This design comes from an exercise in tuning for small area, a short achievable clock period and few clock cycles on the open sky130 flow, not from production work. Only simulation tests tie the RTL to the original design; equivalence was not proved. Power is estimated from default activity; no workload was simulated.

==> flow/design.v <==
module clause_bitmap_builder #(
    parameter int INT_SIZE      = 32,
    parameter int CLAUSE_CHUNKS = 63
) (
    input  logic                clk,
    input  logic                rst_flag,
    input  logic                stop_flag,
    input  logic                start,
    input  logic                in_valid,
    output logic                in_ready,
    input  logic [31:0]         clause_chunk,
    input  logic [31:0]         clause_pos,
    input  logic                frame_done,
    output logic                rd_valid,
    input  logic                rd_ready,
    output logic [5:0]          rd_addr,
    output logic [INT_SIZE-1:0] rd_data,
    output logic                done,
    output logic                busy,
    output logic                err_range,
    output logic [15:0]         hit_count
);
    localparam int IDX_W = (CLAUSE_CHUNKS > 1) ? $clog2(CLAUSE_CHUNKS) : 1;
    localparam logic [IDX_W-1:0] LAST_IDX = IDX_W'(CLAUSE_CHUNKS - 1);
    typedef enum logic [1:0] {IDLE, CLEAR, ACCUM, DRAIN} state_t;
    state_t             state_reg, state_next;
    logic [IDX_W-1:0]   index_reg, index_next;
    logic               done_reg, done_next;
    logic               err_range_reg;
    logic [INT_SIZE-1:0] words [CLAUSE_CHUNKS];
    logic               run;
    logic               hit_fire;
    logic               hit_in_range;
    logic               hit_wr;
    logic [IDX_W-1:0]   hit_idx;
    logic [INT_SIZE-1:0] hit_mask;
    logic               unused_pos;
    assign run          = !stop_flag && !start;
    assign in_ready     = (state_reg == ACCUM) && !stop_flag;
    assign hit_fire     = in_valid && in_ready && !start;
    assign hit_in_range = clause_chunk < 32'(CLAUSE_CHUNKS);
    assign hit_idx      = clause_chunk[IDX_W-1:0];
    assign hit_mask     = INT_SIZE'(1) << clause_pos[4:0];
    assign hit_wr       = hit_fire && hit_in_range;
    assign unused_pos   = ^clause_pos[31:5];
    genvar gi;
    generate
        for (gi = 0; gi < CLAUSE_CHUNKS; gi++) begin : g_word
            logic [INT_SIZE-1:0] word_reg;
            always_ff @(posedge clk) begin
                if (rst_flag) begin
                    word_reg <= '0;
                end else if (run) begin
                    if (state_reg == CLEAR && index_reg == IDX_W'(gi))
                        word_reg <= '0;
                    else if (hit_wr && hit_idx == IDX_W'(gi))
                        word_reg <= word_reg | hit_mask;
                end
            end
            assign words[gi] = word_reg;
        end
    endgenerate
    always_ff @(posedge clk) begin
        if (rst_flag) begin
            state_reg <= IDLE;
            index_reg <= '0;
            done_reg  <= 1'b0;
        end else begin
            state_reg <= state_next;
            index_reg <= index_next;
            done_reg  <= done_next;
        end
    end
    always_comb begin
        state_next = state_reg;
        index_next = index_reg;
        done_next  = 1'b0;
        if (stop_flag) begin
        end else if (start) begin
            state_next = CLEAR;
            index_next = '0;
        end else begin
            case (state_reg)
                CLEAR: begin
                    if (index_reg == LAST_IDX) begin
                        state_next = ACCUM;
                        index_next = '0;
                    end else begin
                        index_next = index_reg + 1'b1;
                    end
                end
                ACCUM: begin
                    if (frame_done) begin
                        state_next = DRAIN;
                        index_next = '0;
                    end
                end
                DRAIN: begin
                    if (rd_ready) begin
                        if (index_reg == LAST_IDX) begin
                            state_next = IDLE;
                            index_next = '0;
                            done_next  = 1'b1;
                        end else begin
                            index_next = index_reg + 1'b1;
                        end
                    end
                end
                default: ;
            endcase
        end
    end
    always_ff @(posedge clk) begin
        if (rst_flag)
            err_range_reg <= 1'b0;
        else if (!stop_flag) begin
            if (start)
                err_range_reg <= 1'b0;
            else if (hit_fire && !hit_in_range)
                err_range_reg <= 1'b1;
        end
    end
    assign hit_count = 16'h0000;
    assign rd_valid  = (state_reg == DRAIN) && !stop_flag;
    assign rd_addr   = (state_reg == DRAIN) ? 6'(index_reg) : 6'd0;
    assign rd_data   = (state_reg == DRAIN) ? words[index_reg] : '0;
    assign done      = done_reg && !stop_flag;
    assign busy      = (state_reg != IDLE);
    assign err_range = err_range_reg;
endmodule
==> flow/run.sh <==
#!/bin/bash
# synth_recipe.tcl (not shown) runs the flow's synth.tcl, then flattens the netlist and writes it again
# the make line also repeats each setting of config.mk as NAME=value (left out here)
make -C /OpenROAD-flow-scripts/flow DESIGN_CONFIG=/design/flow/config.mk WORK_HOME=/design/flow/orfs CLKGATE_MAP_FILE= SYNTH_SCRIPT=/design/flow/synth_recipe.tcl finish
==> flow/config.mk <==
export PLATFORM = sky130hd
export DESIGN_NAME = clause_bitmap_builder
export DESIGN_NICKNAME = clause_bitmap_builder
export VERILOG_FILES = /design/flow/design.v
export SDC_FILE = /design/flow/constraint.sdc
export NUM_CORES = 4
export LEC_CHECK = 0
export CAP_MARGIN = 20
export CORE_MARGIN = 2
export CORE_UTILIZATION = 20
export PLACE_DENSITY = 0.25
export SLEW_MARGIN = 20
==> flow/constraint.sdc <==
create_clock -name core_clock -period 8.0 [get_ports {clk}]
set_input_delay 1.6000 -clock core_clock [delete_from_list [all_inputs] [get_ports {clk}]]
set_output_delay 1.6000 -clock core_clock [all_outputs]
set_load 0.01 [all_outputs]
==> results of run 1 <==
-- cell usage after synthesis (62+ instances only) --
master | instances | area (um2)
a22o_1 | 510 | 4470
buf_2 | 290 | 1450
clkbuf_1 | 585 | 2200
a32o_1 | 64 | 641
nor4_1 | 66 | 413
and3_1 | 243 | 1520
nor3_1 | 62 | 310
o21ai_0 | 496 | 2480
a22oi_1 | 505 | 3790
dfxtp_1 | 2026 | 40600
nor2_1 | 1117 | 4190
nand3_1 | 482 | 2410
a32oi_1 | 81 | 709
a2111oi_0 | 75 | 657
a21oi_1 | 1006 | 5030
nand2_1 | 636 | 2390
nand4_1 | 210 | 1310
-- area by class of cell --
cell class,count,area share
Inverter,10,0.000464
Clock inverter,44,0.00494
Clock buffer,413,0.0835
Sequential cell,2026,0.418
Tap cell,5197,0.0670
Multi-Input combinational cell,5919,0.364
Timing Repair Buffer,609,0.0586
Antenna cell,122,0.00315
-- worst max-delay path: cells and delay by family (launching register included) --
kind,cells,cell delay (ns)
buffers and inverters,4,1.54
DFF,1,0.39
and+or+nand+nor,2,1.09
AOI/OAI and AO/OA,4,1.67
adders and majority gates,1,0.54
-- path summary, 6_finish.rpt --
check | from | end | slack [ns] | depth (start not counted)
max | index_reg[0]$_SDFFE_PP0P_ | rd_data[13] | 0.07 | 11
min | g_word[43].word_reg[21]$_SDFFE_PP0P_ | g_word[43].word_reg[21]$_SDFFE_PP0P_ | 0.45 | 2
max reg2reg | index_reg[4]$_SDFFE_PP0P_ | g_word[3].word_reg[23]$_SDFFE_PP0P_ | 2.05 | 9
min reg2reg | g_word[43].word_reg[21]$_SDFFE_PP0P_ | g_word[43].word_reg[21]$_SDFFE_PP0P_ | 0.45 | 2
-- cell families (layout without fill, tap and decap cells) --
| family | after synthesis | in the layout | synth area share |
|---|---|---|---|
| flops | 2026 | 2026 | 0.518 |
| xor+xnor | 4 | 4 | 0.000448 |
| other cells | 1 | 138 | 0.0000479 |
| buf+inv | 979 | 1076 | 0.0549 |
| fa+ha+maj | 4 | 4 | 0.000640 |
| compound gates | 2886 | 2886 | 0.243 |
| simple gates | 2969 | 2969 | 0.177 |
| mux | 40 | 40 | 0.00532 |
-- power breakdown --
| group | switching (uW) | leakage, uW | internal, uW | total [uW] |
|---|---|---|---|---|
| Combinational | 1070 | 0.0139 | 117 | 1180 |
| Sequential | 4.02 | 0.0163 | 10100 | 10100 |
| Clock | 5270 | 0.00421 | 7120 | 12400 |
| Total | 6340 | 0.0344 | 17300 | 23700 |
-- routing by layer --
metal	global-route usage	vias to the layer above
li1	-	32400
met1	0.479	45000
met2	0.558	6083
met3	0.0724	1459
met4	0.206	30
met5	0	-
-- repair_timing --
item / in CTS / in global routing
endpoints found under the hold margin: 0 / 0
setup endpoints to repair: 1 / 0
gates resized for setup: 1 / 0
-- per-stage QoR --
step                instance area (um2)  hold slack (ns)  total power, uW  utilization
floorplan                         78300            0.417            10600            -
global placement                  87800            0.426            11400        0.226
detailed placement                88100            0.434            11400        0.226
CTS                               96700            0.447            23700        0.248
global route                      96700            0.467            24100        0.248
finish                            97000            0.446            23700        0.249
==> flow_summary.toml, run 1 <==
[clock_tree]
clk_path_buf_depth = 4
cts_root_buf = "clkbuf_16"
cts_tree = "yes"
post_cts_buffers = 0
cts_buffers = 271
cts_max_level = 5
cts.sinks = 2026
path_clk_slew_ns = 0.06
cts_hold_buf = 0
clock_latency_ns = 0.94

[critical_path]
worstSetupPathType = "reg -> out"
path_common_cell = "buf_4"
slowest_stage = "a21boi_0"
end_kind = "output pin"
arrival_ns = 6.33
critPathRequiredTime_ns = 6.40
startpoint_type = "flop"
worstPathCellList = "inv_1 > ha_4 > or3b_2 > a21boi_0 > o32ai_1 > nand4_1 > buf_4 > o31ai_1 > a31oi_1 > buf_4 > clkdlybuf4s50_1"
cp_max_fo = 18
critPathMaxStageDelay_ns = 0.73

[placed_design]
io_buffer_count = 86
dpl_worst_slack_ns = 0.913
hpwlAfterDp_mm = 447
place.gp.congestion = 0.871
placedCellCount = 13800

[sta]
fin_tns_setup_ns = 0
finalCritPeriodShare = 0.991
finalSetupViolCount = 0
relSlewSlack = 0.145
tightest_slew_ns = 1.28
fin_worst_skew_ns = 0.0425
hold_viol = 0
fmax_mhz = 126
fin_ws_ns = 0.0738
slew_violations = 0
rsz0062_at_grt = "false"
finalCriticalPeriod_ns = 7.93

[finish]
final_cell_mix = "dfxtp_1 (2022), nor2_1 (1023), a21oi_1 (974), nand2_1 (602), a22o_1 (510)"
final_common_cell = "dfxtp_1"
fillerInstances = 41800
largest_register_ffs = 2016
finalNonFillerCells = 14300
regArea_um2 = 40600
drive_above_1_share = 0.132
area_delta_synth_final_pct = 23.9
multi_input_area_um2 = 35300
fin_nets = 8912

[power_and_ir_drop]
power_density_nw_per_um2 = 244
leakage_uw = 0.0344
ir_worst_vdd_mv = 0.131

[floorplanning]
initial_core_util = 0.201
rows = 229
dieHeight_um = 630
die_width_um = 630
die_area_um2 = 396000
ios = 130
core_um2 = 389000

[routing]
wl_met1_mm = 316
vias = 85000
highest_layer = "met5"
wl_met3_mm = 62.6
wirelength_mm = 751
wire_per_inst_um = 52.4
route.met2.wl_mm = 328
drc = 0
first_pass_iters = 9
first_iter_violations = 13600
viasPerCell = 5.93
ant_nets = 0

[min_path]
hold_class = "reg -> reg"

[yosys]
synth_edf_count = 0
synth.cell_area_um2 = 78300
yosysWarnings = 2
synth_cell_type_count = 86
syn_area_per_cell_um2 = 8.78
synth_seq_cells = 2026
synth_seq_area_share = 0.518
async_reset_ff_frac = 0
synth-main-ff-cell = "dfxtp_1"
syn_inst = 8909

[grt]
grt_start_max_net_pins = 85
grt_pass1_wl_mm = 931
overflow = 0
grt_use_total = 0.365
antenna_found_initial = 195
grt_pass1_vias = 76000

[run_status]
status = "complete, no violations"

[job]
maxCapViolCount = 0
Testbench counts, summed over its fixed seeds: cycles 26,095.
==> inputs of run 2 (changes only) <==
==> flow/design.v (replaced) <==
module clause_bitmap_builder #(
    parameter int INT_SIZE      = 32,
    parameter int CLAUSE_CHUNKS = 63
) (
    input  logic                clk,
    input  logic                rst_flag,
    input  logic                stop_flag,
    input  logic                start,
    input  logic                in_valid,
    output logic                in_ready,
    input  logic [31:0]         clause_chunk,
    input  logic [31:0]         clause_pos,
    input  logic                frame_done,
    output logic                rd_valid,
    input  logic                rd_ready,
    output logic [5:0]          rd_addr,
    output logic [INT_SIZE-1:0] rd_data,
    output logic                done,
    output logic                busy,
    output logic                err_range,
    output logic [15:0]         hit_count
);
    localparam int IDX_W = (CLAUSE_CHUNKS > 1) ? $clog2(CLAUSE_CHUNKS) : 1;
    localparam logic [IDX_W-1:0] LAST_IDX = IDX_W'(CLAUSE_CHUNKS - 1);
    logic               acc_reg;       
    logic               drain_reg;     
    logic               clr_reg;       
    logic               done_reg;
    logic               err_range_reg;
    logic [IDX_W-1:0]   index_reg;
    logic [INT_SIZE-1:0] words [CLAUSE_CHUNKS+1];
    logic               act;           
    logic               hit_fire;
    logic               hit_in_range;
    logic               hit_wr;
    logic               shift;
    logic               hold;
    logic [INT_SIZE-1:0] hit_mask;
    logic               unused_pos;
    assign act          = !rst_flag && !stop_flag;
    assign in_ready     = acc_reg && !stop_flag;
    assign hit_fire     = in_valid && in_ready && !start;
    assign hit_in_range = clause_chunk < 32'(CLAUSE_CHUNKS);
    assign hit_wr       = in_valid && in_ready;
    assign hit_mask     = INT_SIZE'(1) << clause_pos[4:0];
    assign unused_pos   = ^clause_pos[31:5];
    assign shift        = drain_reg && rd_ready && !stop_flag;
    assign hold         = !shift && !clr_reg;
    assign words[CLAUSE_CHUNKS] = '0;
    genvar gi;
    generate
        for (gi = 0; gi < CLAUSE_CHUNKS; gi++) begin : g_word
            logic [INT_SIZE-1:0] word_reg;
            logic                sel;
            assign sel = hit_wr && clause_chunk == 32'(gi);
            always_ff @(posedge clk) begin
                word_reg <= (word_reg & {INT_SIZE{hold}})
                          | (words[gi+1] & {INT_SIZE{shift}})
                          | (hit_mask & {INT_SIZE{sel}});
            end
            assign words[gi] = word_reg;
        end
    endgenerate
    always_ff @(posedge clk) begin
        clr_reg <= start && act;
        if (rst_flag) begin
            acc_reg   <= 1'b0;
            drain_reg <= 1'b0;
            index_reg <= '0;
            done_reg  <= 1'b0;
        end else begin
            done_reg <= 1'b0;
            if (!stop_flag) begin
                if (start) begin
                    acc_reg   <= 1'b1;
                    drain_reg <= 1'b0;
                    index_reg <= '0;
                end else if (acc_reg) begin
                    if (frame_done) begin
                        acc_reg   <= 1'b0;
                        drain_reg <= 1'b1;
                        index_reg <= '0;
                    end
                end else if (drain_reg && rd_ready) begin
                    if (index_reg == LAST_IDX) begin
                        drain_reg <= 1'b0;
                        index_reg <= '0;
                        done_reg  <= 1'b1;
                    end else begin
                        index_reg <= index_reg + 1'b1;
                    end
                end
            end
        end
    end
    always_ff @(posedge clk) begin
        if (rst_flag)
            err_range_reg <= 1'b0;
        else if (!stop_flag) begin
            if (start)
                err_range_reg <= 1'b0;
            else if (hit_fire && !hit_in_range)
                err_range_reg <= 1'b1;
        end
    end
    assign hit_count = 16'h0000;
    assign rd_valid  = drain_reg && !stop_flag;
    assign rd_addr   = 6'(index_reg);
    assign rd_data   = words[0];
    assign done      = done_reg && !stop_flag;
    assign busy      = acc_reg || drain_reg;
    assign err_range = err_range_reg;
endmodule
==> flow_summary.toml, run 2 <==
[run_status]
status = "complete, no violations"

[placed_design]
dpl_worst_slack_ns = 2.44
hpwlAfterDp_mm = 157
io_buffer_count = 86
place.gp.congestion = 0.666
place_area_um2 = 86700

[clock_tree]
cts_buffers = 277
clk_path_buf_depth = 4
clock_latency_ns = 0.90
path_clk_slew_ns = 0.06
cts_tree = "yes"
cts_hold_buf = 0
post_cts_buffers = 0
cts_max_level = 5
cts.sinks = 2027
cts_root_buf = "clkbuf_16"
post_cts_resized = 0

[routing]
ant_nets = 0
viasPerCell = 4.60
wire_per_inst_um = 20.0
wirelength_mm = 291
first_iter_violations = 4231
drc = 0
first_pass_iters = 7
vias = 66900

[sta]
fin_worst_skew_ns = 0.0358
rsz0062_at_grt = "false"
hold_viol = 0
slew_violations = 0
relSlewSlack = 0.268
fmax_mhz = 220
tightest_slew_ns = 1.10
finalCriticalPeriod_ns = 4.54
fin_ws_ns = 3.46
hold_ws_ns = 0.447
finalCritPeriodShare = 0.568
finalSetupViolCount = 0
fin_tns_setup_ns = 0

[finish]
fin_util = 0.234
final_area_um2 = 95500
largest_register_ffs = 2016
area_delta_synth_final_pct = 16.5
final_common_cell = "dfxtp_1"
final_cell_mix = "dfxtp_1 (2026), a21oi_1 (1989), nor3b_1 (1987), o21ai_0 (1785), clkbuf_16 (286)"
drive_above_1_share = 0.0621
fin_nets = 8957

[yosys]
synth_edf_count = 0
synth_area_leaders = "dfxtp_1 (49%), nor3b_1 (18%), a21oi_1 (12%)"
yosysTopAreaCell = "dfxtp_1"
synth.top_cells.by_count = "dfxtp_1 (2027), a21oi_1 (1989), nor3b_1 (1988), o21ai_0 (1785), clkbuf_1 (691)"
synth_seq_cells = 2027
synth_cell_type_count = 55
synth_top_area_share = 0.495
synth.cell_area_um2 = 82000
synth-main-ff-cell = "dfxtp_1"
syn_inst = 9429
synth_seq_area_share = 0.495
synth.most_common_cell = "dfxtp_1"
async_reset_ff_frac = 0
syn_area_per_cell_um2 = 8.69
yosysWarnings = 2

[grt]
grt_start_max_net_pins = 203
grt.busiest_layer = "met2"
grt_pass1_wl_mm = 433
grt_use_met2 = 0.213
grt_pass1_vias = 63100
overflow = 0
gr-usage-met1 = 0.192
antenna_found_initial = 39
grt_use_total = 0.136
grt.met3_usage = 0.0251

[floorplanning]
initial_core_util = 0.200
dieHeight_um = 644
die_width_um = 644
core_um2 = 409000
rows = 235
ios = 130
die_area_um2 = 415000

[critical_path]
startpoint_type = "input pin"
end_kind = "output pin"
reg2reg_from = "acc_reg$_SDFFE_PP0N_"
rr_worst_depth = 5
cp_max_fo = 11
arrival_ns = 2.94
worstSetupPathType = "in -> out"
critPathRequiredTime_ns = 6.40
r2r_setup_slack_ns = 5.00
r2r-end = "g_word[56].word_reg[11]$_DFF_P_"

[power_and_ir_drop]
leakage_uw = 0.0305
power_density_nw_per_um2 = 236
ir_worst_vdd_mv = 0.134

[job]
maxCapViolCount = 0

[min_path]
hold_class = "reg -> reg"
hp-start = "g_word[29].word_reg[27]$_DFF_P_"
min_delay_worst_endpoint = "g_word[28].word_reg[27]$_DFF_P_"
hold_path_depth = 2
run 2: cell types whose count changed after synthesis, moves of 468 or more:
cell,before,now
a21oi_1,1006,1989
a22o_1,510,0
a22oi_1,505,0
nand3_1,482,14
nor2_1,1117,54
nor3b_1,11,1988
o21ai_0,496,1785
run 2: metal layers:
metal  part of all wire  wire length (um)
met1               0.50            145000
met2               0.43            126000
met5            0.00012                34
met3              0.047             13600
met4              0.023              6770
run 2: layout make-up:
cell class / instances / area (um2)
inverter: 3 / 11.3
timing repair buffer: 211 / 2270
clock inverter: 41 / 412
antenna: 19 / 47.5
multi-input combinational: 6364 / 37100
sequential: 2027 / 40600
tap: 5451 / 6820
fill: 44100 / 313000
clock buffer: 426 / 8330
run 2: cells by family (layout without fill, tap and decap cells):
group / count (synthesis) / count (layout) / synth area share
other: 1 / 35 / 0.0000457
xor gates and xnor gates: 4 / 4 / 0.000427
and+or+nand+nor: 2325 / 2325 / 0.203
AOI/OAI and AO/OA: 4017 / 4017 / 0.246
DFF: 2027 / 2027 / 0.495
adders and majority gates: 2 / 2 / 0.000305
buffers and inverters: 1053 / 681 / 0.0554
run 2: how the worst max path moves through the flow:
stage,from,endpoint,slack (ns),depth (start not counted)
after detailed placement,clause_chunk[9],g_word[62].word_reg[17]$_DFF_P_,2.44,7
after global placement,clause_chunk[9],g_word[61].word_reg[18]$_DFF_P_,2.42,7
final,stop_flag,in_ready,3.46,3
after global routing,clause_chunk[9],g_word[60].word_reg[5]$_DFF_P_,3.24,7
after CTS,clause_chunk[9],g_word[60].word_reg[25]$_DFF_P_,3.42,7
after floorplan,stop_flag,done,4.47,2
run 2: power by group:
| group | total, uW | internal (uW) | switching (uW) | leakage (uW) |
|---|---|---|---|---|
| Sequential | 10100 | 10100 | 4.88 | 0.0163 |
| Combinational | 302 | 50.4 | 251 | 0.00994 |
| Clock | 12200 | 7210 | 4950 | 0.00429 |
| Total | 22600 | 17400 | 5210 | 0.0305 |
run 2: critical path, stage by stage:
cell and delay (ns):
clkdlybuf4s50_1 0.61, nor2b_1 0.18, clkdlybuf4s50_1 0.55
run 2: per-stage QoR:
| step | std cells | total power (uW) |
|---|---|---|
| global route | 14500 | 23600 |
| floorplan | 9444 | 10500 |
| detailed placement | 14100 | 10600 |
| global placement | 14100 | 10600 |
| finish | 14500 | 22600 |
| CTS | 14500 | 23200 |
Testbench counts of run 2, summed over its fixed seeds: cycles 18,031.
==> inputs of run 3 (changes only) <==
--- a/flow/design.v
+++ b/flow/design.v
@@ -33,8 +33,6 @@
     logic               hit_fire;
     logic               hit_in_range;
     logic               hit_wr;
-    logic               shift;
-    logic               hold;
     logic [INT_SIZE-1:0] hit_mask;
     logic               unused_pos;
     assign act          = !rst_flag && !stop_flag;
@@ -42,23 +40,33 @@
     assign hit_fire     = in_valid && in_ready && !start;
     assign hit_in_range = clause_chunk < 32'(CLAUSE_CHUNKS);
     assign hit_wr       = in_valid && in_ready;
-    assign hit_mask     = INT_SIZE'(1) << clause_pos[4:0];
     assign unused_pos   = ^clause_pos[31:5];
-    assign shift        = drain_reg && rd_ready && !stop_flag;
-    assign hold         = !shift && !clr_reg;
     assign words[CLAUSE_CHUNKS] = '0;
+    logic       hi_zero;
+    logic [7:0] sel_row, sel_col;
+    logic [7:0] pos_hi;
+    logic [3:0] pos_lo;
+    assign hi_zero = (clause_chunk[31:6] == '0);
+    always_comb begin
+        for (int i = 0; i < 8; i++) begin
+            sel_row[i] = hit_wr && hi_zero && clause_chunk[5:3] == 3'(i);
+            sel_col[i] = clause_chunk[2:0] == 3'(i);
+            pos_hi[i]  = clause_pos[4:2] == 3'(i);
+        end
+        for (int i = 0; i < 4; i++)
+            pos_lo[i] = clause_pos[1:0] == 2'(i);
+        for (int i = 0; i < INT_SIZE; i++)
+            hit_mask[i] = pos_hi[i/4] && pos_lo[i%4];
+    end
     genvar gi;
     generate
         for (gi = 0; gi < CLAUSE_CHUNKS; gi++) begin : g_word
-            logic [INT_SIZE-1:0] word_reg;
-            logic                sel;
-            assign sel = hit_wr && clause_chunk == 32'(gi);
-            always_ff @(posedge clk) begin
-                word_reg <= (word_reg & {INT_SIZE{hold}})
-                          | (words[gi+1] & {INT_SIZE{shift}})
-                          | (hit_mask & {INT_SIZE{sel}});
-            end
-            assign words[gi] = word_reg;
+            clause_bitmap_word #(.W(INT_SIZE)) u_word (
+                .clk(clk), .drain(drain_reg), .rd_ready(rd_ready),
+                .stop_flag(stop_flag), .clr(clr_reg),
+                .row(sel_row[gi/8]), .col(sel_col[gi%8]),
+                .mask(hit_mask), .nxt(words[gi+1]), .q(words[gi])
+            );
         end
     endgenerate
     always_ff @(posedge clk) begin
@@ -111,3 +119,40 @@
     assign busy      = acc_reg || drain_reg;
     assign err_range = err_range_reg;
 endmodule
+module clause_bitmap_word #(
+    parameter int W = 32
+) (
+    input  logic         clk,
+    input  logic         drain,
+    input  logic         rd_ready,
+    input  logic         stop_flag,
+    input  logic         clr,
+    input  logic         row,
+    input  logic         col,
+    input  logic [W-1:0] mask,
+    input  logic [W-1:0] nxt,
+    output logic [W-1:0] q
+);
+    logic shift, hold, sel;
+    clause_bitmap_word_ctl u_ctl (
+        .drain(drain), .rd_ready(rd_ready), .stop_flag(stop_flag), .clr(clr),
+        .row(row), .col(col), .shift(shift), .hold(hold), .sel(sel)
+    );
+    always_ff @(posedge clk)
+        q <= (q & {W{hold}}) | (nxt & {W{shift}}) | (mask & {W{sel}});
+endmodule
+module clause_bitmap_word_ctl (
+    input  logic drain,
+    input  logic rd_ready,
+    input  logic stop_flag,
+    input  logic clr,
+    input  logic row,
+    input  logic col,
+    output logic shift,
+    output logic hold,
+    output logic sel
+);
+    assign shift = drain && rd_ready && !stop_flag;
+    assign hold  = !shift && !clr;
+    assign sel   = row && col;
+endmodule
==> flow/flow/run.sh (new file) <==
#!/bin/bash
set -euo pipefail
bash standard.sh MATCH_CELL_FOOTPRINT=0 \
    "BUFFER_PORTS_ARGS=-buffer_cell sky130_fd_sc_hd__buf_4" \
    finish > standard.log 2>&1
==> flow/standard.sh (new file) <==
#!/bin/bash
# synth_recipe.tcl (not shown) runs the flow's synth.tcl, then flattens the netlist and writes it again
# the make line also repeats each setting of config.mk as NAME=value (left out here)
make -C /OpenROAD-flow-scripts/flow DESIGN_CONFIG=/design/flow/config.mk WORK_HOME=/design/flow/orfs CLKGATE_MAP_FILE= SYNTH_SCRIPT=/design/flow/synth_recipe.tcl "${@:-finish}"
--- a/flow/config.mk
+++ b/flow/config.mk
@@ -6,7 +6,14 @@
 export NUM_CORES = 4
 export LEC_CHECK = 0
 export CAP_MARGIN = 20
+export CELL_PAD_IN_SITES_DETAIL_PLACEMENT = 1
 export CORE_MARGIN = 2
-export CORE_UTILIZATION = 20
-export PLACE_DENSITY = 0.25
+export CORE_UTILIZATION = 35
+export CTS_BUF_LIST = sky130_fd_sc_hd__clkbuf_4 sky130_fd_sc_hd__clkbuf_8
+export CTS_CLUSTER_DIAMETER = 50
+export CTS_CLUSTER_SIZE = 16
+export PLACE_DENSITY = 0.45
+export SETUP_SLACK_MARGIN = 4.4
 export SLEW_MARGIN = 20
+export SYNTH_HIERARCHICAL = 1
+export SYNTH_MINIMUM_KEEP_SIZE = 0
removed: flow/run.sh
==> flow_summary.toml, run 3 <==
[job]
maxCapViolCount = 0

[clock_tree]
cts.sinks = 2027
cts_hold_buf = 0
cts_tree = "yes"
path_clk_slew_ns = 0.09
cts_max_level = 4
clk_path_buf_depth = 3
cts_root_buf = "clkbuf_8"
cts_buffers = 183
clock_latency_ns = 0.95

[finish]
fin_nets = 6952
final_common_cell = "dfxtp_1"
final_area_um2 = 81000
final_cell_mix = "dfxtp_1 (2025), inv_1 (2020), a222oi_1 (2016), buf_4 (252), clkbuf_8 (199)"
area_delta_synth_final_pct = 7.65
drive_above_1_share = 0.108
fin_util = 0.378
finalNonFillerCells = 9871
largest_register_ffs = 2016

[power_and_ir_drop]
power_density_nw_per_um2 = 215
ir_worst_vdd_mv = 0.180
leakage_uw = 0.0434

[sta]
slew_violations = 0
fin_tns_setup_ns = 0
fmax_mhz = 272
hold_viol = 0
finalSetupViolCount = 0
fin_worst_skew_ns = 0.0387
finalCritPeriodShare = 0.459
rsz0062_at_grt = "true"
finalCriticalPeriod_ns = 3.67
relSlewSlack = 0.269
tightest_slew_ns = 1.10

[critical_path]
end_kind = "output pin"
r2r_setup_slack_ns = 4.75
slowest_stage = "and2b_4"
reg2reg_from = "acc_reg$_SDFFE_PP0N_"
cp_max_fo = 3
r2r-end = "g_word[37].u_word.q[30]$_DFF_P_"
critPathMaxStageDelay_ns = 0.25
startpoint_type = "input pin"
worstPathCellList = "buf_16 > and2b_4 > buf_6"
arrival_ns = 2.07
rr_worst_depth = 10
worstSetupPathType = "in -> out"
critPathRequiredTime_ns = 6.40

[routing]
first_pass_iters = 14
wire_per_inst_um = 26.3
viasPerCell = 6.06
vias = 59900
first_iter_violations = 12000
drc = 0
wirelength_mm = 260
ant_nets = 0

[yosys]
synth-main-ff-cell = "dfxtp_1"
synth_top_area_share = 0.539
synth.most_common_cell = "dfxtp_1"
synth.top_cells.by_count = "dfxtp_1 (2027), inv_1 (2020), a222oi_1 (2016), buf_6 (252), buf_2 (190)"
syn_inst = 6962
synth_cell_type_count = 37
yosysWarnings = 10
async_reset_ff_frac = 0
yosysTopAreaCell = "dfxtp_1"
synth_seq_area_share = 0.539
synth_area_leaders = "dfxtp_1 (54%), a222oi_1 (27%), inv_1 (10%)"
synth_edf_count = 0
synth_seq_cells = 2027
synth.cell_area_um2 = 75300
syn_area_per_cell_um2 = 10.8

[floorplanning]
die_area_um2 = 219000
die_width_um = 468
ios = 130
core_um2 = 214000
dieHeight_um = 468
rows = 170
initial_core_util = 0.351

[min_path]
min_delay_worst_endpoint = "g_word[19].u_word.q[30]$_DFF_P_"
hp-start = "g_word[20].u_word.q[30]$_DFF_P_"
hold_path_depth = 2
hold_class = "reg -> reg"

[grt]
overflow = 0
grt_use_total = 0.227
grt_pass1_wl_mm = 381
grt_pass1_vias = 59600
grt_start_max_net_pins = 64
antenna_found_initial = 12

[run_status]
status = "complete, no violations"

[placed_design]
place.gp.congestion = 0.768
place_area_um2 = 76600
hpwlAfterDp_mm = 154
placedCellCount = 9522
io_buffer_count = 86
==> run 3: how the worst max path moves through the flow <==
stage	slack (ns)	depth (start not counted)	to	from
after floorplan	3.66	5	g_word[0].u_word.q[0]$_DFF_P_	clause_pos[1]
after global placement	2.30	8	g_word[6].u_word.q[30]$_DFF_P_	stop_flag
after detailed placement	2.39	9	g_word[37].u_word.q[30]$_DFF_P_	stop_flag
after CTS	4.30	3	in_ready	stop_flag
after global routing	4.32	3	in_ready	stop_flag
final	4.33	3	in_ready	stop_flag
==> run 3: per-stage QoR <==
stage / power, uW / hold slack [ns] / worst slack (ns)
2_1_floorplan: 10600 / 0.434 / 3.66
3_3_place_gp: 10700 / 0.444 / 2.30
3_5_place_dp: 10800 / 0.452 / 2.39
4_1_cts: 17700 / 0.456 / 4.30
5_1_grt: 18100 / 0.490 / 4.32
6_report: 17400 / 0.457 / 4.33
==> run 3: area by class of cell <==
type / instances / area (um2)
fill: 23500 / 133000
sequential: 2027 / 40600
multi-input combinational: 2375 / 22900
inverter: 2020 / 7580
tap: 2838 / 3550
clock buffer: 217 / 2870
timing repair buffer: 272 / 2210
clock inverter: 115 / 1280
antenna: 7 / 17.5
==> run 3: cells by family after synthesis <==
kind of cell,after synthesis,share of synthesized area
simple gates,289,0.0250
buf+inv,2607,0.165
xor+xnor,4,0.000465
flops,2027,0.539
compound gates,2032,0.270
other cells,1,0.0000498
fa+ha+maj,2,0.000332
==> run 3: timing repair <==
item | 4_1_cts | 5_1_grt
hold endpoints to repair | 0 | 0
gates resized for setup | 25 | 5
setup buffers | 7 | 1
setup endpoints to repair | 685 | 113
cloned | 2 | 0
==> run 3: layer usage <==
layer	global-route usage	share of wire
met1	0.271	0.40
met2	0.418	0.52
met3	0.0272	0.054
met4	0.0754	0.033
met5	0	0.000085
==> run 3: report_power, final <==
| part | internal, uW | switching (uW) | leakage, uW |
|---|---|---|---|
| sequential | 10100 | 9.16 | 0.0163 |
| combinational | 85.6 | 347 | 0.0250 |
| clock | 3030 | 3890 | 0.00201 |
==> run 3: modules after synthesis (local to each module, per instance), excerpt <==
module,times used,flip-flops and latches,cells inside
clause_bitmap_word_ctl,63,0,3
clause_bitmap_builder,1,11,158
==> run 3: critical path, delay by kind of cell <==
family / cells / cell delay, ns
buffers and inverters: 2 / 0.22
and+or+nand+nor: 1 / 0.25
Testbench counts of run 3, summed over its fixed seeds: cycles 18,031.
==> inputs of run 4 (changes only) <==
--- a/flow/design.v
+++ b/flow/design.v
@@ -25,7 +25,6 @@
     logic               acc_reg;       
     logic               drain_reg;     
     logic               clr_reg;       
-    logic               done_reg;
     logic               err_range_reg;
     logic [IDX_W-1:0]   index_reg;
     logic [INT_SIZE-1:0] words [CLAUSE_CHUNKS+1];
@@ -36,10 +35,10 @@
     logic [INT_SIZE-1:0] hit_mask;
     logic               unused_pos;
     assign act          = !rst_flag && !stop_flag;
-    assign in_ready     = acc_reg && !stop_flag;
-    assign hit_fire     = in_valid && in_ready && !start;
+    assign in_ready     = !(acc_o_n || stop_flag);
+    assign hit_fire     = in_valid && acc_reg && !stop_flag && !start;
     assign hit_in_range = clause_chunk < 32'(CLAUSE_CHUNKS);
-    assign hit_wr       = in_valid && in_ready;
+    assign hit_wr       = in_valid && acc_reg && !stop_flag;
     assign unused_pos   = ^clause_pos[31:5];
     assign words[CLAUSE_CHUNKS] = '0;
     logic       hi_zero;
@@ -69,37 +68,44 @@
             );
         end
     endgenerate
-    always_ff @(posedge clk) begin
-        clr_reg <= start && act;
+    logic             acc_next, drain_next, done_next;
+    logic [IDX_W-1:0] index_next;
+    always_comb begin
+        acc_next   = acc_reg;
+        drain_next = drain_reg;
+        index_next = index_reg;
+        done_next  = 1'b0;
         if (rst_flag) begin
-            acc_reg   <= 1'b0;
-            drain_reg <= 1'b0;
-            index_reg <= '0;
-            done_reg  <= 1'b0;
-        end else begin
-            done_reg <= 1'b0;
-            if (!stop_flag) begin
-                if (start) begin
-                    acc_reg   <= 1'b1;
-                    drain_reg <= 1'b0;
-                    index_reg <= '0;
-                end else if (acc_reg) begin
-                    if (frame_done) begin
-                        acc_reg   <= 1'b0;
-                        drain_reg <= 1'b1;
-                        index_reg <= '0;
-                    end
-                end else if (drain_reg && rd_ready) begin
-                    if (index_reg == LAST_IDX) begin
-                        drain_reg <= 1'b0;
-                        index_reg <= '0;
-                        done_reg  <= 1'b1;
-                    end else begin
-                        index_reg <= index_reg + 1'b1;
-                    end
+            acc_next   = 1'b0;
+            drain_next = 1'b0;
+            index_next = '0;
+        end else if (!stop_flag) begin
+            if (start) begin
+                acc_next   = 1'b1;
+                drain_next = 1'b0;
+                index_next = '0;
+            end else if (acc_reg) begin
+                if (frame_done) begin
+                    acc_next   = 1'b0;
+                    drain_next = 1'b1;
+                    index_next = '0;
+                end
+            end else if (drain_reg && rd_ready) begin
+                if (index_reg == LAST_IDX) begin
+                    drain_next = 1'b0;
+                    index_next = '0;
+                    done_next  = 1'b1;
+                end else begin
+                    index_next = index_reg + 1'b1;
                 end
             end
         end
+    end
+    always_ff @(posedge clk) begin
+        clr_reg   <= start && act;
+        acc_reg   <= acc_next;
+        drain_reg <= drain_next;
+        index_reg <= index_next;
     end
     always_ff @(posedge clk) begin
         if (rst_flag)
@@ -112,10 +118,16 @@
         end
     end
     assign hit_count = 16'h0000;
-    assign rd_valid  = drain_reg && !stop_flag;
+    logic acc_o_n, drain_o_n, done_o_n;
+    always_ff @(posedge clk) begin
+        acc_o_n   <= !acc_next;
+        drain_o_n <= !drain_next;
+        done_o_n  <= !done_next;
+    end
+    assign rd_valid  = !(drain_o_n || stop_flag);
     assign rd_addr   = 6'(index_reg);
     assign rd_data   = words[0];
-    assign done      = done_reg && !stop_flag;
+    assign done      = !(done_o_n || stop_flag);
     assign busy      = acc_reg || drain_reg;
     assign err_range = err_range_reg;
 endmodule
--- a/flow/config.mk
+++ b/flow/config.mk
@@ -8,12 +8,12 @@
 export CAP_MARGIN = 20
 export CELL_PAD_IN_SITES_DETAIL_PLACEMENT = 1
 export CORE_MARGIN = 2
-export CORE_UTILIZATION = 35
+export CORE_UTILIZATION = 30
 export CTS_BUF_LIST = sky130_fd_sc_hd__clkbuf_4 sky130_fd_sc_hd__clkbuf_8
-export CTS_CLUSTER_DIAMETER = 50
-export CTS_CLUSTER_SIZE = 16
-export PLACE_DENSITY = 0.45
-export SETUP_SLACK_MARGIN = 4.4
+export CTS_CLUSTER_DIAMETER = 55
+export CTS_CLUSTER_SIZE = 18
+export PLACE_DENSITY = 0.4
+export SETUP_SLACK_MARGIN = 4.5
 export SLEW_MARGIN = 20
 export SYNTH_HIERARCHICAL = 1
 export SYNTH_MINIMUM_KEEP_SIZE = 0
==> flow_summary.toml, run 4 <==
[yosys]
synth_compound_area_frac = 0.269
synth.cell_area_um2 = 75300
synth.top_cells.by_count = "dfxtp_1 (2029), inv_1 (2022), a222oi_1 (2016), buf_6 (252), buf_2 (189)"
syn_area_per_cell_um2 = 10.8
synth_seq_area_share = 0.539
synth-xor-area-share = 0.000465
synth-main-ff-cell = "dfxtp_1"
synth_top_family_by_area = "compound AO/OA/AOI/OAI gates"
syn_inst = 6966
synth_fa_ha_area_frac = 0.000332
synth_edf_count = 0
yosysWarnings = 10
async_reset_ff_frac = 0
synthSimpleGateAreaFrac = 0.0250
synth.most_common_cell = "dfxtp_1"
yosysTopAreaCell = "dfxtp_1"
synth_area_leaders = "dfxtp_1 (54%), a222oi_1 (27%), inv_1 (10%)"
synth_seq_cells = 2029
synthMuxAreaShare = 0
synth_cell_type_count = 38
synth_top_area_share = 0.539

[power_and_ir_drop]
pwr-share-clk = 0.406
power.internal_uw = 13400
p_seq_frac = 0.568
ir_worst_vdd_mv = 0.185
pwr-share-comb = 0.025
power_density_nw_per_um2 = 217
leakage_uw = 0.0437
switching_power_uw = 4440
switching_share = 0.249

[critical_path]
end_kind = "output pin"
r2r_setup_slack_ns = 4.80
arrival_ns = 2.04
critPathRequiredTime_ns = 6.40
startpoint_type = "input pin"
worstSetupPathType = "in -> out"
r2r-end = "g_word[17].u_word.q[28]$_DFF_P_"
reg2reg_from = "drain_reg$_DFF_P_"
rr_worst_depth = 6
cp_max_fo = 5

[clock_tree]
cts_root_buf = "clkbuf_8"
path_clk_slew_ns = 0.11
clock_latency_ns = 0.97
cts.sinks = 2029
cts_max_level = 4
clk_path_buf_depth = 3
cts_tree = "yes"
cts_buffers = 177

[min_path]
hold_class = "reg -> reg"
hp-start = "g_word[36].u_word.q[2]$_DFF_P_"
min_delay_worst_endpoint = "g_word[35].u_word.q[2]$_DFF_P_"
hold_path_depth = 2

[routing]
wirelength_mm = 271
wire_per_inst_um = 26.1
first_pass_iters = 13
ant_nets = 0
drc = 0
first_iter_violations = 11400
viasPerCell = 5.79
vias = 60100

[sta]
fin_tns_setup_ns = 0
fin_worst_skew_ns = 0.0351
relSlewSlack = 0.137
hold_ws_ns = 0.465
fmax_mhz = 275
rsz0062_at_grt = "true"
hold_viol = 0
finalSetupViolCount = 0
finalCriticalPeriod_ns = 3.64
slew_violations = 0
tightest_slew_ns = 1.29
finalCritPeriodShare = 0.455

[placed_design]
io_buffer_count = 86
hpwlAfterDp_mm = 164
place.gp.congestion = 0.764

[finish]
fin_nets = 6976
final_common_cell = "dfxtp_1"
largest_register_ffs = 2016
final_cell_mix = "dfxtp_1 (2026), inv_1 (2022), a222oi_1 (2016), buf_4 (281), clkbuf_8 (199)"
area_delta_synth_final_pct = 8.96
drive_above_1_share = 0.108

[floorplanning]
core_um2 = 249000
rows = 183
dieHeight_um = 505
die_area_um2 = 255000
die_width_um = 505
ios = 130
initial_core_util = 0.302

[grt]
overflow = 0
grt_pass1_wl_mm = 393
antenna_found_initial = 17
grt_pass1_vias = 59600
grt_start_max_net_pins = 54
grt_use_total = 0.201

[job]
maxCapViolCount = 0

[run_status]
status = "complete, no violations"
[run 4: cell count changes after synthesis, moves of 2 or more]
cell | previous run | this run
dfxtp_1 | 2027 | 2029
nor2_1 | 43 | 47
nand2b_1 | 6 | 4
nor3_1 | 5 | 1
inv_1 | 2020 | 2022
[run 4: cell type report]
type	instances	area (um2)
Timing Repair Buffer	296	2390
Tap cell	3330	4170
Inverter	2022	7590
Fill cell	27700	167000
Clock buffer	207	2800
Sequential cell	2029	40600
Antenna cell	8	20.0
Clock inverter	117	1530
Multi-Input combinational cell	2377	22900
[run 4: how the worst max path moves through the flow]
stage,start,to,slack (ns),cells past startpoint
after global placement,clause_chunk[31],g_word[55].u_word.q[30]$_DFF_P_,2.86,8
final,stop_flag,done,4.36,4
after CTS,stop_flag,done,4.31,4
after floorplan,clause_pos[0],g_word[0].u_word.q[10]$_DFF_P_,3.80,5
after detailed placement,clause_chunk[31],g_word[35].u_word.q[30]$_DFF_P_,2.91,9
after global routing,stop_flag,done,4.34,4
[run 4: logic make-up (layout without fill, tap and decap cells)]
family                   Yosys count  count (layout)
flip-flops                      2029            2029
buffers and inverters           2609            2642
adder cells (fa/ha/maj)            2               2
AO/OA/AOI/OAI                   2032            2032
XOR/XNOR                           4               4
AND/OR/NAND/NOR                  289             291
other                              1              56
[run 4: modules after synthesis (local to each module, per instance), excerpt]
module	cells inside	copies in the design	cell area (um2)	flip-flops and latches
clause_bitmap_word_ctl	3	63	21.3	0
clause_bitmap_builder	162	1	1130	13
[run 4: power groups by stage]
stage               Clock [uW]  Combinational, uW  Sequential (uW)
floorplan                    0                293            10300
global placement             0                421            10300
detailed placement           0                432            10300
CTS                       7520                447            10100
global route              7930                475            10100
finish                    7220                451            10100
[run 4: per-stage QoR]
step / std cells / util / power [uW] / instance area [um2] / setup slack (ns)
2_1_floorplan: 7013 / - / 10600 / 75600 / 3.80
3_3_place_gp: 10000 / 0.310 / 10800 / 77200 / 2.86
3_5_place_dp: 10000 / 0.311 / 10800 / 77400 / 2.91
4_1_cts: 10400 / 0.329 / 18100 / 81900 / 4.31
5_1_grt: 10400 / 0.329 / 18500 / 82000 / 4.34
6_report: 10400 / 0.329 / 17800 / 82100 / 4.36
[run 4: routing by layer]
layer,global-route usage,up-vias,share of wire
met5,0,-,0
met4,0.0600,0,0.027
li1,-,26800,-
met2,0.369,1763,0.52
met1,0.241,31100,0.40
met3,0.0251,381,0.051
[run 4: repair_timing]
action                                  in CTS  in global routing
endpoints found under the setup margin     526                 84
hold buffers                                 0                  0
resized for setup                           21                  7
hold endpoints to repair                     0                  0
buffers inserted                             7                  1
cloned                                       3                  2
pin swaps                                    2                  4
[run 4: worst max-delay path: stages]
cell,delay [ns]
buf_16,0.11
buf_16,0.13
nor2_4,0.08
buf_6,0.10
Testbench counts of run 4, summed over its fixed seeds: cycles 18,031.
==> inputs of run 5 (changes only) <==
--- a/flow/design.v
+++ b/flow/design.v
@@ -27,7 +27,7 @@
     logic               clr_reg;       
     logic               err_range_reg;
     logic [IDX_W-1:0]   index_reg;
-    logic [INT_SIZE-1:0] words [CLAUSE_CHUNKS+1];
+    logic [INT_SIZE-1:0] words [CLAUSE_CHUNKS];
     logic               act;           
     logic               hit_fire;
     logic               hit_in_range;
@@ -40,7 +40,6 @@
     assign hit_in_range = clause_chunk < 32'(CLAUSE_CHUNKS);
     assign hit_wr       = in_valid && acc_reg && !stop_flag;
     assign unused_pos   = ^clause_pos[31:5];
-    assign words[CLAUSE_CHUNKS] = '0;
     logic       hi_zero;
     logic [7:0] sel_row, sel_col;
     logic [7:0] pos_hi;
@@ -57,14 +56,22 @@
         for (int i = 0; i < INT_SIZE; i++)
             hit_mask[i] = pos_hi[i/4] && pos_lo[i%4];
     end
+    logic pop;
+    assign pop = rd_ready && !stop_flag;
     genvar gi;
     generate
-        for (gi = 0; gi < CLAUSE_CHUNKS; gi++) begin : g_word
+        for (gi = 0; gi < CLAUSE_CHUNKS - 1; gi++) begin : g_word
             clause_bitmap_word #(.W(INT_SIZE)) u_word (
-                .clk(clk), .drain(drain_reg), .rd_ready(rd_ready),
-                .stop_flag(stop_flag), .clr(clr_reg),
+                .clk(clk), .drain(drain_reg), .pop(pop), .clr(clr_reg),
                 .row(sel_row[gi/8]), .col(sel_col[gi%8]),
                 .mask(hit_mask), .nxt(words[gi+1]), .q(words[gi])
+            );
+        end
+        begin : g_word_last
+            clause_bitmap_word_last #(.W(INT_SIZE)) u_word (
+                .clk(clk), .drain(drain_reg), .pop(pop), .clr(clr_reg),
+                .row(sel_row[(CLAUSE_CHUNKS-1)/8]), .col(sel_col[(CLAUSE_CHUNKS-1)%8]),
+                .mask(hit_mask), .q(words[CLAUSE_CHUNKS-1])
             );
         end
     endgenerate
@@ -136,8 +143,7 @@
 ) (
     input  logic         clk,
     input  logic         drain,
-    input  logic         rd_ready,
-    input  logic         stop_flag,
+    input  logic         pop,
     input  logic         clr,
     input  logic         row,
     input  logic         col,
@@ -147,16 +153,35 @@
 );
     logic shift, hold, sel;
     clause_bitmap_word_ctl u_ctl (
-        .drain(drain), .rd_ready(rd_ready), .stop_flag(stop_flag), .clr(clr),
-        .row(row), .col(col), .shift(shift), .hold(hold), .sel(sel)
+        .drain(drain), .pop(pop), .clr(clr), .row(row), .col(col),
+        .shift(shift), .hold(hold), .sel(sel)
     );
     always_ff @(posedge clk)
         q <= (q & {W{hold}}) | (nxt & {W{shift}}) | (mask & {W{sel}});
 endmodule
+module clause_bitmap_word_last #(
+    parameter int W = 32
+) (
+    input  logic         clk,
+    input  logic         drain,
+    input  logic         pop,
+    input  logic         clr,
+    input  logic         row,
+    input  logic         col,
+    input  logic [W-1:0] mask,
+    output logic [W-1:0] q
+);
+    logic shift, hold, sel;
+    clause_bitmap_word_ctl u_ctl (
+        .drain(drain), .pop(pop), .clr(clr), .row(row), .col(col),
+        .shift(shift), .hold(hold), .sel(sel)
+    );
+    always_ff @(posedge clk)
+        q <= (q & {W{hold}}) | (mask & {W{sel}});
+endmodule
 module clause_bitmap_word_ctl (
     input  logic drain,
-    input  logic rd_ready,
-    input  logic stop_flag,
+    input  logic pop,
     input  logic clr,
     input  logic row,
     input  logic col,
@@ -164,7 +189,7 @@
     output logic hold,
     output logic sel
 );
-    assign shift = drain && rd_ready && !stop_flag;
+    assign shift = drain && pop;
     assign hold  = !shift && !clr;
     assign sel   = row && col;
 endmodule
==> flow_summary.toml, run 5 <==
[grt]
antenna_found_initial = 8
grt_pass1_wl_mm = 379
grt_pass1_vias = 59400
grt_use_total = 0.189
grt_start_max_net_pins = 114
overflow = 0

[critical_path]
worstSetupStartpoint = "stop_flag"
cp_max_fo = 113
endpoint = "g_word[56].u_word.q[25]$_DFF_P_"
rr_worst_depth = 6
arrival_ns = 4.49
end_kind = "flop"
r2r_setup_slack_ns = 5.05
slowest_stage = "and2_1"
worstSetupPathType = "in -> reg"
reg2reg_from = "drain_reg$_DFF_P_"
worst_path_dominant_cell_family = "buffers and inverters"
path_buf_inv = 5
r2r-end = "g_word[56].u_word.q[25]$_DFF_P_"
worstPathCellList = "buf_12 > buf_4 > nor2b_4 > buf_12 > and2_1 > buf_4 > a222oi_1 > inv_1"
critPathRequiredTime_ns = 8.97
startpoint_type = "input pin"
critical_path_depth = 8
critPathMaxStageDelay_ns = 0.81

[power_and_ir_drop]
ir_worst_vdd_mv = 0.166
leakage_uw = 0.0431
power_density_nw_per_um2 = 218

[finish]
area_delta_synth_final_pct = 9.52
final_common_cell = "dfxtp_1"
fillerInstances = 27500
final_cell_mix = "dfxtp_1 (2026), inv_1 (1989), a222oi_1 (1984), buf_4 (269), clkbuf_8 (206)"
largest_register_ffs = 1984
fin_nets = 6910
drive_above_1_share = 0.117
regArea_um2 = 40600
multi_input_area_um2 = 22900

[routing]
viasPerCell = 5.75
first_pass_iters = 14
wirelength_mm = 252
vias = 59400
drc = 0
wire_per_inst_um = 24.4
first_iter_violations = 11400
ant_nets = 0

[clock_tree]
clk_path_buf_depth = 3
cts_buffers = 188
cts_root_buf = "clkbuf_8"
cts_tree = "yes"
path_clk_slew_ns = 0.11
cts.sinks = 2029
cts_hold_buf = 0
clock_latency_ns = 1.02
cts_max_level = 4

[sta]
rsz0062_at_grt = "true"
fin_tns_setup_ns = 0
fin_worst_skew_ns = 0.0560
fmax_mhz = 284
fin_ws_ns = 4.47
relSlewSlack = 0.237
finalSetupViolCount = 0
finalCriticalPeriod_ns = 3.53
tightest_slew_ns = 1.14
finalCritPeriodShare = 0.441
slew_violations = 0
hold_viol = 0

[floorplanning]
die_width_um = 504
die_area_um2 = 254000
core_um2 = 248000
ios = 130
initial_core_util = 0.302
dieHeight_um = 504
rows = 183

[yosys]
yosysWarnings = 10
syn_area_per_cell_um2 = 10.8
synth.cell_area_um2 = 74900
syn_inst = 6930

[min_path]
hold_class = "reg -> reg"
hp-start = "g_word[18].u_word.q[31]$_DFF_P_"

[placed_design]
io_buffer_count = 86
hpwlAfterDp_mm = 157
dpl_worst_slack_ns = 2.57
place.gp.congestion = 0.745

[job]
maxCapViolCount = 0

[run_status]
status = "complete, no violations"
run 5: cell count changes in the layout (fill, tap and decap cells not counted), sizes merged, moves of 3 or more:
cell    before   now
bufinv      20    17
inv       2066  2039
a222oi    2016  1984
and3b       69     6
a22o         0    32
buf        293   286
nor2       112    48
clkbuf     210   217
conb        48    16
diode        8     2
a21oi        6    68
clkinv      33    50
and2        63   125
run 5: how the worst min path moves through the flow:
stage / to / depth (start not counted)
floorplan: g_word[0].u_word.q[30]$_DFF_P_ / 2
global placement: g_word[61].u_word.q[30]$_DFF_P_ / 2
detailed placement: g_word[18].u_word.q[30]$_DFF_P_ / 2
CTS: g_word[33].u_word.q[9]$_DFF_P_ / 2
global route: g_word[43].u_word.q[17]$_DFF_P_ / 2
finish: g_word[17].u_word.q[31]$_DFF_P_ / 2
run 5: worst register-to-register path, delay by kind of cell, from the launching register on:
family / cells / cell delay, ns
simple gates: 1 / 0.86
compound gates: 1 / 0.15
buf+inv: 4 / 1.58
flops: 1 / 0.36
run 5: area by class of cell:
type                    instances  share of cell area
well taps                    3330              0.0508
multi-input cells            2343               0.279
clock inverters               139              0.0204
diodes                          2           0.0000610
clock buffers                 217              0.0356
repair buffers                286              0.0285
inverters                    1989              0.0910
flip-flops and latches       2029               0.495
run 5: power breakdown:
| group | switching (uW) | total, uW | leakage (uW) | internal (uW) |
|---|---|---|---|---|
| logic | 346 | 424 | 0.0245 | 78.1 |
| clock network | 4160 | 7380 | 0.00228 | 3220 |
| registers | 8.10 | 10100 | 0.0163 | 10100 |
run 5: layer usage:
| layer | wire length [um] | global-route usage | vias to the layer above |
|---|---|---|---|
| li1 | - | - | 26700 |
| met1 | 112000 | 0.252 | 30600 |
| met2 | 120000 | 0.318 | 1802 |
| met3 | 14100 | 0.0245 | 356 |
| met4 | 6180 | 0.0561 | 2 |
| met5 | 12 | 0 | - |
run 5: what timing repair did:
item,4_1_cts,5_1_grt
setup endpoints to repair,1319,153
buffers inserted,9,0
endpoints found under the hold margin,0,0
resized for setup,26,7
pin swaps,4,1
run 5: per-stage QoR:
stage / instances / util / hold slack (ns) / cell area (um2) / total power [uW]
final: 10300 / 0.330 / 0.469 / 82100 / 17900
after global routing: 10300 / 0.330 / 0.495 / 82100 / 18700
after CTS: 10300 / 0.330 / 0.462 / 81900 / 18200
after detailed placement: 9964 / 0.311 / 0.453 / 77200 / 10800
after global placement: 9958 / 0.310 / 0.445 / 77000 / 10700
after floorplan: 6945 / - / 0.434 / 75100 / 10600
Testbench counts of run 5, summed over its fixed seeds: cycles 18,031.
==> inputs of run 6 (changes only) <==
==> flow/flow/run.sh (replaced) <==
#!/bin/bash
set -euo pipefail
bash standard.sh MATCH_CELL_FOOTPRINT=0 \
    "BUFFER_PORTS_ARGS=-buffer_cell sky130_fd_sc_hd__buf_2" \
    "CTS_ARGS=-sink_clustering_enable -repair_clock_nets -sink_clustering_size 18 -sink_clustering_max_diameter 55 -buf_list {sky130_fd_sc_hd__clkbuf_4 sky130_fd_sc_hd__clkbuf_8} -dont_use_dummy_load" \
    finish > standard.log 2>&1
--- a/flow/config.mk
+++ b/flow/config.mk
@@ -9,9 +9,6 @@
 export CELL_PAD_IN_SITES_DETAIL_PLACEMENT = 1
 export CORE_MARGIN = 2
 export CORE_UTILIZATION = 30
-export CTS_BUF_LIST = sky130_fd_sc_hd__clkbuf_4 sky130_fd_sc_hd__clkbuf_8
-export CTS_CLUSTER_DIAMETER = 55
-export CTS_CLUSTER_SIZE = 18
 export PLACE_DENSITY = 0.4
 export SETUP_SLACK_MARGIN = 4.5
 export SLEW_MARGIN = 20
==> flow_summary.toml, run 6 <==
[critical_path]
rr_worst_depth = 5
arrival_ns = 4.33
r2r-end = "g_word[32].u_word.q[10]$_DFF_P_"
worstSetupPathType = "in -> reg"
end_kind = "flop"
endpoint = "g_word[61].u_word.q[30]$_DFF_P_"
reg2reg_from = "clr_reg$_DFF_P_"
r2r_setup_slack_ns = 4.91
cp_max_fo = 39
critPathRequiredTime_ns = 8.81
worstSetupStartpoint = "clause_pos[0]"
startpoint_type = "input pin"

[floorplanning]
die_area_um2 = 254000
rows = 183
core_um2 = 248000
die_width_um = 504
initial_core_util = 0.302
dieHeight_um = 504
ios = 130

[sta]
fin_worst_skew_ns = 0.130
finalSetupViolCount = 0
relSlewSlack = 0.239
finalCriticalPeriod_ns = 3.52
fmax_mhz = 284
slew_violations = 0
finalCritPeriodShare = 0.439
hold_viol = 0
rsz0062_at_grt = "true"
fin_tns_setup_ns = 0
tightest_slew_ns = 1.14

[grt]
grt_pass1_wl_mm = 374
gr-usage-met1 = 0.234
overflow = 0
antenna_found_initial = 15
grt.met3_usage = 0.0260
grt.busiest_layer = "met2"
grt_use_total = 0.187
grt_pass1_vias = 59400
grt_start_max_net_pins = 115
grt_use_met2 = 0.332

[min_path]
hold_class = "reg -> reg"

[power_and_ir_drop]
leakage_uw = 0.0421
finalPower_uw = 16200
power_density_nw_per_um2 = 203
ir_worst_vdd_mv = 0.139

[routing]
first_iter_violations = 10800
viasPerCell = 5.80
wire_per_inst_um = 24.5
ant_nets = 0
vias = 58900
drc = 0
first_pass_iters = 14
wirelength_mm = 249

[clock_tree]
clock_latency_ns = 0.96
cts.sinks = 2029
clk_path_buf_depth = 3
cts_max_level = 4
cts_hold_buf = 0
cts_root_buf = "clkbuf_8"
cts_buffers = 202
path_clk_slew_ns = 0.09
cts_tree = "yes"

[placed_design]
io_buffer_count = 86
place.gp.congestion = 0.747
place_area_um2 = 76700
hpwlAfterDp_mm = 153

[finish]
fin_nets = 6898
area_delta_synth_final_pct = 6.48
final_common_cell = "dfxtp_1"
drive_above_1_share = 0.0947
final_area_um2 = 79800
final_cell_mix = "dfxtp_1 (2026), inv_1 (1989), a222oi_1 (1984), clkbuf_8 (202), buf_4 (166)"
largest_register_ffs = 1984

[yosys]
syn_area_per_cell_um2 = 10.8
yosysWarnings = 10
synth.cell_area_um2 = 74900
syn_inst = 6930

[run_status]
status = "complete, no violations"

[job]
maxCapViolCount = 0
## run 6: changes by cell type in the layout (fill, tap and decap cells not counted), moves of 6 or more
cell	change
and2_2	+11
buf_2	+82
clkinvlp_4	-22
diode_2	+6
clkinv_2	-13
inv_8	-21
bufinv_16	-17
clkinv_4	-25
buf_4	-103
clkinv_8	-12
and2_1	-10
clkbuf_4	-11
inv_6	-24
## run 6: worst max-delay path: stages
cell and delay, ns:
buf_2 0.12, nand2b_1 0.52, nor2_4 0.92, buf_4 0.70, a222oi_1 0.23, inv_1 0.09
## run 6: area by class of cell
type                       count  area (um2)
tap                         3330        4170
inverter                    1989        7470
clock buffer                 202        2780
fill                       27500      169000
sequential                  2029       40600
multi-input combinational   2343       22900
timing repair buffer         260        1870
antenna                        8        20.0
## run 6: routing by layer
metal | vias to the layer above | part of all wire
li1 | 26500 | -
met2 | 1582 | 0.50
met3 | 350 | 0.052
met4 | 4 | 0.023
met5 | - | 0.000088
met1 | 30500 | 0.43
## run 6: stage by stage
step / hold slack, ns / worst slack [ns] / util / instances
floorplan: 0.434 / 4.17 / - / 6945
global placement: 0.446 / 2.72 / 0.309 / 9938
detailed placement: 0.456 / 2.60 / 0.309 / 9942
CTS: 0.356 / 4.51 / 0.321 / 10100
global route: 0.402 / 4.46 / 0.321 / 10200
finish: 0.373 / 4.48 / 0.321 / 10200
## run 6: how the worst min path moves through the flow
stage / end / depth (start not counted) / slack [ns] / from
after floorplan: g_word[0].u_word.q[30]$_DFF_P_ / 2 / 0.43 / g_word[1].u_word.q[30]$_DFF_P_
after global placement: g_word[21].u_word.q[30]$_DFF_P_ / 2 / 0.45 / g_word[22].u_word.q[30]$_DFF_P_
after detailed placement: g_word[61].u_word.q[30]$_DFF_P_ / 2 / 0.46 / g_word_last.u_word.q[30]$_DFF_P_
after CTS: g_word[33].u_word.q[16]$_DFF_P_ / 2 / 0.36 / g_word[34].u_word.q[16]$_DFF_P_
after global routing: g_word[31].u_word.q[10]$_DFF_P_ / 2 / 0.40 / g_word[32].u_word.q[10]$_DFF_P_
final: g_word[33].u_word.q[16]$_DFF_P_ / 2 / 0.37 / g_word[34].u_word.q[16]$_DFF_P_
## run 6: repair_timing
item	4_1_cts	5_1_grt
gates resized for setup	33	5
endpoints found under the setup margin	1319	129
gates cloned	0	0
pin swaps	4	2
buffers inserted	5	2
## run 6: report_power, final
| group | leakage [uW] | switching, uW | internal, uW |
|---|---|---|---|
| clock network | 0.00145 | 3430 | 2230 |
| registers | 0.0163 | 7.29 | 10100 |
| logic | 0.0243 | 341 | 67.9 |
==> inputs of run 7 (changes only) <==
--- a/flow/config.mk
+++ b/flow/config.mk
@@ -10,7 +10,7 @@
 export CORE_MARGIN = 2
 export CORE_UTILIZATION = 30
 export PLACE_DENSITY = 0.4
-export SETUP_SLACK_MARGIN = 4.5
+export SETUP_SLACK_MARGIN = 4.8
 export SLEW_MARGIN = 20
 export SYNTH_HIERARCHICAL = 1
 export SYNTH_MINIMUM_KEEP_SIZE = 0
==> flow_summary.toml, run 7 <==
[run_status]
status = "complete, no violations"

[min_path]
hold_path_depth = 2
min_delay_worst_endpoint = "g_word[38].u_word.q[21]$_DFF_P_"
hold_class = "reg -> reg"
hp-start = "g_word[39].u_word.q[21]$_DFF_P_"

[clock_tree]
path_clk_slew_ns = 0.10
clk_path_buf_depth = 3
cts_root_buf = "clkbuf_8"
cts.sinks = 2029
cts_max_level = 4
clock_latency_ns = 1.04
cts_buffers = 197
cts_tree = "yes"

[finish]
largest_register_ffs = 1984
fin_nets = 6952
area_delta_synth_final_pct = 7.86
drive_above_1_share = 0.108
fillerInstances = 27400
final_cell_mix = "inv_1 (1989), dfxtp_1 (1989), a222oi_1 (1984), clkbuf_8 (197), buf_4 (176)"

[floorplanning]
rows = 183
dieHeight_um = 504
core_um2 = 248000
initial_core_util = 0.302
ios = 130
die_area_um2 = 254000
die_width_um = 504

[yosys]
syn_area_per_cell_um2 = 10.8
synth.cell_area_um2 = 74900
syn_inst = 6930
yosysWarnings = 10

[routing]
wirelength_mm = 252
viasPerCell = 5.83
first_pass_iters = 13
ant_nets = 0
vias = 59500
drc = 0
wire_per_inst_um = 24.6
first_iter_violations = 11100

[critical_path]
critPathRequiredTime_ns = 6.40
r2r_setup_slack_ns = 5.09
cp_max_fo = 4
worstSetupStartpoint = "stop_flag"
end_kind = "output pin"
worstSetupPathType = "in -> out"
startpoint_type = "input pin"
reg2reg_from = "clr_reg$_DFF_P_"
arrival_ns = 1.89
r2r-end = "g_word[12].u_word.q[3]$_DFF_P_"
rr_worst_depth = 6

[power_and_ir_drop]
ir_worst_vdd_mv = 0.175
power_density_nw_per_um2 = 200
finalPower_uw = 16200
leakage_uw = 0.0425

[sta]
finalCriticalPeriod_ns = 3.49
finalSetupViolCount = 0
hold_viol = 0
relSlewSlack = 0.204
fin_tns_setup_ns = 0
slew_violations = 0
finalCritPeriodShare = 0.437
rsz0062_at_grt = "true"
tightest_slew_ns = 1.19
fin_worst_skew_ns = 0.126
fmax_mhz = 286

[grt]
grt_use_total = 0.190
overflow = 0
antenna_found_initial = 15
grt_pass1_vias = 60300
grt_start_max_net_pins = 96
grt_pass1_wl_mm = 381

[placed_design]
hpwlAfterDp_mm = 148
io_buffer_count = 86
place.gp.congestion = 0.746

[job]
maxCapViolCount = 0
-- run 7: through the flow --
| step | util | worst slack, ns | hold slack [ns] | cells | area, um2 |
|---|---|---|---|---|---|
| floorplan | - | 4.17 | 0.434 | 6945 | 75100 |
| global placement | 0.309 | 2.77 | 0.444 | 9931 | 76700 |
| detailed placement | 0.309 | 2.74 | 0.455 | 9934 | 76800 |
| CTS | 0.324 | 4.48 | 0.402 | 10200 | 80500 |
| global route | 0.325 | 4.49 | 0.412 | 10200 | 80800 |
| finish | 0.325 | 4.51 | 0.410 | 10200 | 80800 |
-- run 7: worst max path at each step --
stage                                           to
finish                                        done
global route                                  done
CTS                                           done
detailed placement  g_word[7].u_word.q[30]$_DFF_P_
global placement    g_word[6].u_word.q[30]$_DFF_P_
floorplan            g_word[0].u_word.q[0]$_DFF_P_
-- run 7: worst max-delay path, cell delays in order --
cell	delay (ns)
buf_12	0.11
nor2_4	0.08
buf_6	0.10
-- run 7: layer usage --
layer,track usage,up-vias,part of all wire
met3,0.0250,321,0.057
met2,0.319,1716,0.47
met4,0.0459,0,0.021
met1,0.256,30900,0.45
li1,-,26600,-
met5,0,-,0
-- run 7: area by class of cell --
| class | count | area, um2 | area share |
|---|---|---|---|
| diodes | 6 | 15.0 | 0.000186 |
| repair buffers | 306 | 2730 | 0.0338 |
| inverters | 1989 | 7470 | 0.0924 |
| flip-flops and latches | 2029 | 40700 | 0.504 |
| well taps | 3330 | 4170 | 0.0516 |
| multi-input cells | 2356 | 23000 | 0.285 |
| clock buffers | 197 | 2710 | 0.0335 |
-- run 7: power breakdown --
group	internal [uW]	total (uW)	switching [uW]
sequential	10100	10100	4.75
clock	2180	5610	3440
combinational	83.6	451	368
-- run 7: repair_timing --
action                                  CTS  global route
hold buffers                              0             0
pin swaps                                15             5
resized for setup                       139            25
gates cloned                             13             0
endpoints found under the hold margin     0             0
setup buffers                            49             8
setup endpoints to repair              2033           364

port drivers added, routing unchanged:
The flow's constraints put no driver on any port. The routed layouts listed below were extracted and timed again, unchanged, in two steps. Step 1 sets driving cells, clkbuf_16 on the clock port and buf_2 on the other inputs (assumed; they add their load-dependent delay and slew). Step 2 adds t to the input delays and takes it off the output delays; t is the mean of the earliest and latest rising clock arrival at the registers after step 1. Input paths then give back, and output paths get back, about the clock's delay inside the block. Three values: no drivers, after step 1, after step 2; two values: the first two.
| run | t (ns) | setup WS [ns] | worst setup path at the end |
|---|---|---|---|
| run 1 | 1.044 | 0.074 / -0.039 / 1.005 | register to output |
| run 2 | 0.988 | 3.456 / 3.429 / 2.555 | input to register |
| run 3 | 1.015 | 4.330 / 4.101 / 3.307 | input to register |
| run 4 | 1.035 | 4.358 / 4.183 / 3.468 | input to register |
| run 5 | 1.077 | 4.475 / 4.437 / 3.443 | input to register |
| run 6 | 1.004 | 4.484 / 4.451 / 3.476 | input to register |
| run 7 | 1.048 | 4.507 / 4.454 / 3.828 | input to register |
After both steps every run listed still meets setup and hold. For run 5, which loses most, drivers alone change the setup slack by -0.038 ns; drivers and shift together by -1.032 ns.
